This is an optimization exercise on Yosys and OpenROAD, whose aim is small area, not a production implementation. RTL that was checked went through simulation tests only; none was proved equivalent to the original. Power figures rest on the tool's default switching activity, not on a simulated workload.

==> inputs of maple <==
==> flow/design.v <==
module iot_filter_engine #(
    parameter int DATA_W  = 128,
    parameter int IN_W    = 8,
    parameter int GROUP_N = 8,
    parameter int FRAME_N = 96
) (
    input  logic                clk,
    input  logic                rst,
    input  logic                in_en,
    input  logic [IN_W-1:0]     iot_in,
    input  logic [2:0]          fn_sel,
    input  logic [DATA_W-1:0]   thr_lo,
    input  logic [DATA_W-1:0]   thr_hi,
    output logic                busy,
    output logic                valid,
    output logic [DATA_W-1:0]   iot_out,
    output logic                frame_done
);
    localparam int BEATS = DATA_W / IN_W;
    localparam int BW    = (BEATS > 1) ? $clog2(BEATS) : 1;
    localparam int LG    = $clog2(GROUP_N);
    localparam int WW    = $clog2(FRAME_N);
    localparam int AW    = DATA_W + LG;
    localparam logic [2:0] M_PASS    = 3'b000;
    localparam logic [2:0] M_MAX     = 3'b001;
    localparam logic [2:0] M_MIN     = 3'b010;
    localparam logic [2:0] M_AVG     = 3'b011;
    localparam logic [2:0] M_EXTRACT = 3'b100;
    localparam logic [2:0] M_EXCLUDE = 3'b101;
    localparam logic [2:0] M_PMAX    = 3'b110;
    localparam logic [2:0] M_PMIN    = 3'b111;
    logic [BW-1:0]     beat_q;
    logic [WW-1:0]     wcnt_q;       
    logic              word_vld_q;   
    logic              busy_q, valid_q, fdone_q;
    logic [DATA_W-1:0] out_q;
    logic [DATA_W-1:0] sr_q;
    logic [2:0]        mode_q;
    logic [AW-1:0]     a_q;
    logic [DATA_W-1:0] b_q;          
    logic              have_q;       
    logic              flag_q;       
    logic              agt_q, alt_q;  
    logic              bgt_q, blt_q;  
    localparam int K  = 8;
    localparam int NB = (AW + K - 1) / K;
    function automatic logic [AW-1:0] add(input logic [AW-1:0] x, input logic [AW-1:0] y);
        logic [AW-1:0] s0, s;
        logic          c, pre, cb;
        cb = 1'b0;
        for (int b = 0; b < NB; b++) begin
            c   = 1'b0;
            pre = 1'b1;
            for (int i = b * K; i < (b + 1) * K && i < AW; i++) begin
                s0[i] = x[i] ^ y[i] ^ c;
                c     = (x[i] & y[i]) | (c & (x[i] ^ y[i]));
            end
            for (int i = b * K; i < (b + 1) * K && i < AW; i++) begin
                s[i] = s0[i] ^ (cb & pre);
                pre  = pre & s0[i];
            end
            cb = c | (pre & cb);
        end
        add = s;
    endfunction
    logic              accept, start, wlast;
    logic              pos0, grp_last, frm_last;
    logic              is_max, is_ext, is_avg, is_peak, is_rng;
    logic              take, ga, gs;
    logic [AW-1:0]     ya, sum;
    logic [IN_W-1:0]   ext_top, ta, tb;
    logic [BW-1:0]     lane;
    logic              hit, flag_d, emit;
    logic              a_first, b_first;
    assign accept   = in_en && !busy_q;
    assign start    = accept && (beat_q == '0) && (wcnt_q == '0);
    assign wlast    = accept && (beat_q == BW'(BEATS - 1));
    assign pos0     = (wcnt_q[LG-1:0] == LG'(1));
    assign grp_last = (wcnt_q[LG-1:0] == '0);
    assign frm_last = (wcnt_q == '0);
    assign is_max  = (mode_q == M_MAX) || (mode_q == M_PMAX);
    assign is_ext  = (mode_q == M_MAX) || (mode_q == M_MIN) || is_peak;
    assign is_avg  = (mode_q == M_AVG);
    assign is_peak = mode_q[2] && mode_q[1];
    assign is_rng  = mode_q[2] && !mode_q[1];
    assign take = pos0 || (is_max ? !alt_q : alt_q);
    assign ga   = word_vld_q && (is_ext ? !take : (is_avg && !pos0));
    assign gs   = is_ext ? take : 1'b1;
    assign ya   = !word_vld_q ? {thr_lo, LG'(0)} :
                  is_avg      ? AW'(sr_q) : ({sr_q, LG'(0)} & {AW{gs}});
    assign sum  = add(a_q & {AW{ga}}, ya);
    assign hit    = mode_q[0] ? blt_q : bgt_q;
    assign flag_d = (flag_q && !pos0) || hit;
    always_comb begin
        case (mode_q)
            M_PASS:               emit = 1'b1;
            M_EXTRACT:            emit = !alt_q && !bgt_q;
            M_EXCLUDE:            emit = alt_q || bgt_q;
            M_PMAX, M_PMIN:       emit = grp_last && (!have_q || flag_d);
            default:              emit = grp_last;
        endcase
    end
    assign lane    = ~beat_q;
    assign ext_top = take ? sr_q[DATA_W-1 -: IN_W] : a_q[AW-1 -: IN_W];
    always_comb begin
        if (start)                           ta = thr_lo[DATA_W-1 -: IN_W];
        else if (word_vld_q && is_ext)       ta = ext_top;
        else                                 ta = a_q[LG + IN_W * lane +: IN_W];
        if (start)                           tb = thr_hi[DATA_W-1 -: IN_W];
        else if (word_vld_q && is_peak && emit) tb = ext_top;
        else if (is_peak)                    tb = out_q[IN_W * lane +: IN_W];
        else                                 tb = b_q[IN_W * lane +: IN_W];
    end
    assign a_first = (beat_q == '0) || (!agt_q && !alt_q);
    assign b_first = (beat_q == '0) || (!bgt_q && !blt_q);
    always_ff @(posedge clk or negedge rst) begin
        if (!rst) begin
            beat_q     <= '0;
            wcnt_q     <= '0;
            word_vld_q <= 1'b0;
            busy_q     <= 1'b0;
            valid_q    <= 1'b0;
            fdone_q    <= 1'b0;
            out_q      <= '0;
        end else begin
            word_vld_q <= wlast;
            valid_q    <= word_vld_q && emit;
            fdone_q    <= word_vld_q && frm_last;
            if (fdone_q) busy_q <= 1'b0;
            if (accept) begin
                beat_q <= beat_q + 1'b1;
                if (wlast) begin
                    if (wcnt_q == WW'(FRAME_N - 1)) begin
                        wcnt_q <= '0;
                        busy_q <= 1'b1;
                    end else begin
                        wcnt_q <= wcnt_q + 1'b1;
                    end
                end
            end
            if (word_vld_q && emit) out_q <= sum[AW-1:LG];
        end
    end
    always_ff @(posedge clk) begin
        if (accept) begin
            sr_q <= {sr_q[DATA_W-IN_W-1:0], iot_in};
            if (a_first) begin
                agt_q <= iot_in > ta;
                alt_q <= iot_in < ta;
            end
            if (b_first) begin
                bgt_q <= iot_in > tb;
                blt_q <= iot_in < tb;
            end
        end
        if (start) begin
            mode_q <= fn_sel;
            a_q    <= sum;
            b_q    <= thr_hi;
            have_q <= 1'b0;
        end else if (word_vld_q) begin
            if (is_ext || is_avg) a_q <= sum;
            if (is_peak) begin
                flag_q <= flag_d;
                if (emit) have_q <= 1'b1;
            end
        end
    end
    assign busy       = busy_q;
    assign valid      = valid_q;
    assign iot_out    = out_q;
    assign frame_done = fdone_q;
endmodule
==> flow/flow/run.sh <==
#!/bin/bash
set -euo pipefail
export BUFFER_PORTS_ARGS="-buffer_cell sky130_fd_sc_hd__buf_1"
export CTS_ARGS="-sink_clustering_enable -repair_clock_nets -dont_use_dummy_load -buf_list sky130_fd_sc_hd__clkbuf_4 -sink_clustering_size 20"
bash standard.sh > standard_flow.log 2>&1
==> flow/standard.sh <==
#!/bin/bash
# synth_recipe.tcl (not shown) runs the flow's synth.tcl, then flattens the netlist and writes it again
# the make line also repeats each setting of config.mk as NAME=value (left out here)
make -C /OpenROAD-flow-scripts/flow DESIGN_CONFIG=/design/flow/config.mk WORK_HOME=/design/flow/orfs CLKGATE_MAP_FILE= SYNTH_SCRIPT=/design/flow/synth_recipe.tcl "${@:-finish}"
==> flow/config.mk <==
export PLATFORM = sky130hd
export DESIGN_NAME = iot_filter_engine
export DESIGN_NICKNAME = iot_filter_engine
export VERILOG_FILES = /design/flow/design.v
export SDC_FILE = /design/flow/constraint.sdc
export NUM_CORES = 4
export LEC_CHECK = 0
export CAP_MARGIN = 20
export CORE_MARGIN = 2
export CORE_UTILIZATION = 40
export SLEW_MARGIN = 20
==> flow/constraint.sdc <==
create_clock -name core_clock -period 9.0 [get_ports {clk}]
set_input_delay 1.8000 -clock core_clock [delete_from_list [all_inputs] [get_ports {clk}]]
set_output_delay 1.8000 -clock core_clock [all_outputs]
set_load 0.01 [all_outputs]
==> harbor (differences from maple) <==
--- a/flow/design.v
+++ b/flow/design.v
@@ -38,5 +38,5 @@
     logic [2:0]        mode_q;
     logic [AW-1:0]     a_q;
-    logic [DATA_W-1:0] b_q;          
+    logic [DATA_W-1:0] b_q;
     logic              have_q;       
     logic              flag_q;       
@@ -85,8 +85,7 @@
     assign is_rng  = mode_q[2] && !mode_q[1];
     assign take = pos0 || (is_max ? !alt_q : alt_q);
-    assign ga   = word_vld_q && (is_ext ? !take : (is_avg && !pos0));
+    assign ga   = is_ext ? !take : (is_avg && !pos0);
     assign gs   = is_ext ? take : 1'b1;
-    assign ya   = !word_vld_q ? {thr_lo, LG'(0)} :
-                  is_avg      ? AW'(sr_q) : ({sr_q, LG'(0)} & {AW{gs}});
+    assign ya   = is_avg ? AW'(sr_q) : ({sr_q, LG'(0)} & {AW{gs}});
     assign sum  = add(a_q & {AW{ga}}, ya);
     assign hit    = mode_q[0] ? blt_q : bgt_q;
@@ -109,5 +108,4 @@
         if (start)                           tb = thr_hi[DATA_W-1 -: IN_W];
         else if (word_vld_q && is_peak && emit) tb = ext_top;
-        else if (is_peak)                    tb = out_q[IN_W * lane +: IN_W];
         else                                 tb = b_q[IN_W * lane +: IN_W];
     end
@@ -156,5 +154,5 @@
         if (start) begin
             mode_q <= fn_sel;
-            a_q    <= sum;
+            a_q    <= {thr_lo, LG'(0)};
             b_q    <= thr_hi;
             have_q <= 1'b0;
@@ -163,5 +161,8 @@
             if (is_peak) begin
                 flag_q <= flag_d;
-                if (emit) have_q <= 1'b1;
+                if (emit) begin
+                    b_q    <= sum[AW-1:LG];
+                    have_q <= 1'b1;
+                end
             end
         end
==> flow/run.sh (new file) <==
#!/bin/bash
# synth_recipe.tcl (not shown) runs the flow's synth.tcl, then flattens the netlist and writes it again
# the make line also repeats each setting of config.mk as NAME=value (left out here)
make -C /OpenROAD-flow-scripts/flow DESIGN_CONFIG=/design/flow/config.mk WORK_HOME=/design/flow/orfs CLKGATE_MAP_FILE= SYNTH_SCRIPT=/design/flow/synth_recipe.tcl finish
- CORE_UTILIZATION: 40 -> 60
removed: flow/flow/run.sh
removed: flow/standard.sh
==> nickel (differences from maple) <==
==> flow/design.v, changed modules only <==
module iot_filter_engine #(
    parameter int DATA_W  = 128,
    parameter int IN_W    = 8,
    parameter int GROUP_N = 8,
    parameter int FRAME_N = 96
) (
    input  logic                clk,
    input  logic                rst,
    input  logic                in_en,
    input  logic [IN_W-1:0]     iot_in,
    input  logic [2:0]          fn_sel,
    input  logic [DATA_W-1:0]   thr_lo,
    input  logic [DATA_W-1:0]   thr_hi,
    output logic                busy,
    output logic                valid,
    output logic [DATA_W-1:0]   iot_out,
    output logic                frame_done
);
    localparam int BEATS = DATA_W / IN_W;
    localparam int BW    = (BEATS > 1) ? $clog2(BEATS) : 1;
    localparam int LG    = $clog2(GROUP_N);
    localparam int WW    = $clog2(FRAME_N);
    localparam int AW    = DATA_W + LG;
    localparam logic [2:0] M_PASS    = 3'b000;
    localparam logic [2:0] M_MAX     = 3'b001;
    localparam logic [2:0] M_MIN     = 3'b010;
    localparam logic [2:0] M_AVG     = 3'b011;
    localparam logic [2:0] M_EXTRACT = 3'b100;
    localparam logic [2:0] M_EXCLUDE = 3'b101;
    localparam logic [2:0] M_PMAX    = 3'b110;
    localparam logic [2:0] M_PMIN    = 3'b111;
    logic [BW-1:0]     beat_q;
    logic [WW-1:0]     wcnt_q;       
    logic              word_vld_q;   
    logic              busy_q, valid_q, fdone_q;
    logic [DATA_W-1:0] out_q;
    logic [DATA_W-1:0] sr_q;
    logic [2:0]        mode_q;
    logic [AW-1:0]     a_q;
    logic [DATA_W-1:0] b_q;
    logic              have_q;       
    logic              flag_q;       
    function automatic logic [1:0] cmp(input logic [DATA_W-1:0] x, input logic [DATA_W-1:0] y);
        logic [DATA_W-1:0] g, l;
        g = x & ~y;
        l = ~x & y;
        for (int w = DATA_W / 2; w >= 1; w = w / 2) begin
            for (int i = 0; i < w; i++) begin
                g[i] = g[2*i+1] | (~l[2*i+1] & g[2*i]);
                l[i] = l[2*i+1] | (~g[2*i+1] & l[2*i]);
            end
        end
        cmp = {g[0], l[0]};
    endfunction
    logic          accept, start, wlast;
    logic          pos0, grp_last, frm_last;
    logic          is_max, is_min, is_ext, is_avg, is_peak, is_rng;
    logic [1:0]    ca, cb;
    logic          lt_a, gt_b, lt_b;
    logic          take, ga, gs;
    logic [AW-1:0] sum;
    logic          hit, flag_d, emit;
    assign accept   = in_en && !busy_q;
    assign start    = accept && (beat_q == '0) && (wcnt_q == '0);
    assign wlast    = accept && (beat_q == BW'(BEATS - 1));
    assign pos0     = (wcnt_q[LG-1:0] == LG'(1));
    assign grp_last = (wcnt_q[LG-1:0] == '0);
    assign frm_last = (wcnt_q == '0);
    assign is_max  = (mode_q == M_MAX) || (mode_q == M_PMAX);
    assign is_min  = (mode_q == M_MIN) || (mode_q == M_PMIN);
    assign is_ext  = is_max || is_min;
    assign is_avg  = (mode_q == M_AVG);
    assign is_peak = mode_q[2] && mode_q[1];
    assign is_rng  = mode_q[2] && !mode_q[1];
    assign ca   = cmp(sr_q, a_q[DATA_W-1:0]);
    assign cb   = cmp(sr_q, b_q);
    assign lt_a = ca[0];
    assign gt_b = cb[1];
    assign lt_b = cb[0];
    assign take = pos0 || (is_max ? !lt_a : lt_a);
    assign ga   = is_ext ? !take : (is_avg && !pos0);
    assign gs   = is_ext ? take : 1'b1;
    assign sum  = (a_q & {AW{ga}}) + (AW'(sr_q) & {AW{gs}});
    assign hit    = mode_q[0] ? lt_b : gt_b;
    assign flag_d = (flag_q && !pos0) || hit;
    always_comb begin
        case (mode_q)
            M_PASS:               emit = 1'b1;
            M_EXTRACT:            emit = !lt_a && !gt_b;
            M_EXCLUDE:            emit = lt_a || gt_b;
            M_PMAX, M_PMIN:       emit = grp_last && (!have_q || flag_d);
            default:              emit = grp_last;
        endcase
    end
    always_ff @(posedge clk or negedge rst) begin
        if (!rst) begin
            beat_q     <= '0;
            wcnt_q     <= '0;
            word_vld_q <= 1'b0;
            busy_q     <= 1'b0;
            valid_q    <= 1'b0;
            fdone_q    <= 1'b0;
            out_q      <= '0;
        end else begin
            word_vld_q <= wlast;
            valid_q    <= word_vld_q && emit;
            fdone_q    <= word_vld_q && frm_last;
            if (fdone_q) busy_q <= 1'b0;
            if (accept) begin
                beat_q <= beat_q + 1'b1;
                if (wlast) begin
                    if (wcnt_q == WW'(FRAME_N - 1)) begin
                        wcnt_q <= '0;
                        busy_q <= 1'b1;
                    end else begin
                        wcnt_q <= wcnt_q + 1'b1;
                    end
                end
            end
            if (word_vld_q && emit) out_q <= is_avg ? sum[AW-1:LG] : sum[DATA_W-1:0];
        end
    end
    always_ff @(posedge clk) begin
        if (accept) sr_q <= {sr_q[DATA_W-IN_W-1:0], iot_in};
        if (start) begin
            mode_q <= fn_sel;
            a_q    <= AW'(thr_lo);
            b_q    <= thr_hi;
            have_q <= 1'b0;
        end else if (word_vld_q) begin
            if (mode_q != M_PASS && !is_rng) a_q <= sum;
            if (is_peak) begin
                flag_q <= flag_d;
                if (emit) begin
                    b_q    <= sum[DATA_W-1:0];
                    have_q <= 1'b1;
                end
            end
        end
    end
    assign busy       = busy_q;
    assign valid      = valid_q;
    assign iot_out    = out_q;
    assign frame_done = fdone_q;
endmodule
==> flow/run.sh (new file) <==
#!/bin/bash
# synth_recipe.tcl (not shown) runs the flow's synth.tcl, then flattens the netlist and writes it again
# the make line also repeats each setting of config.mk as NAME=value (left out here)
make -C /OpenROAD-flow-scripts/flow DESIGN_CONFIG=/design/flow/config.mk WORK_HOME=/design/flow/orfs CLKGATE_MAP_FILE= SYNTH_SCRIPT=/design/flow/synth_recipe.tcl finish
removed: flow/flow/run.sh
removed: flow/standard.sh
==> results.txt <==
The highest hold slack belongs to nickel, the lowest to maple. In maple the clock-buffer cell count is higher than in nickel, by 61. Clock power, highest first: nickel, harbor, maple. Between maple and nickel, the lower worst setup slack is in maple (gap 140 ps). Global-route usage: harbor > maple > nickel. Combinational power, lowest first: nickel, harbor, maple.
For maple, only the layout was checked, not whether the RTL still works.

what the ideal ports hide:
How much do the figures lean on ideal ports? The routed layouts below were timed once more, with nothing changed but the port constraints. Step 1, drivers: a clkbuf_16 drives clk and a buf_2 each remaining input, both assumed. Step 2, shift: input delay + t, output delay - t, t = (earliest + latest rising clock arrival at the registers) / 2. This alone moves slack from input paths to output paths. Slacks: ideal ports / drivers / drivers and shift; pairs: ideal ports / drivers.
run | t, ns | setup WS [ns] | latest minus earliest clock arrival (ns) | worst data-port slew with drivers (ns)
maple | 1.015 | 0.409 / 0.409 / 0.167 | 0.089 / 0.090 | 0.06
harbor | 0.682 | 0.367 / 0.367 / 0.367 | 0.019 / 0.019 | 0.06
nickel | 0.682 | 0.545 / 0.545 / 0.545 | 0.032 / 0.031 | 0.06
After both steps setup and hold are still met in every run listed. The setup slack of maple, which loses most, moves by 0.000 ns with the drivers and by -0.242 ns with both steps.
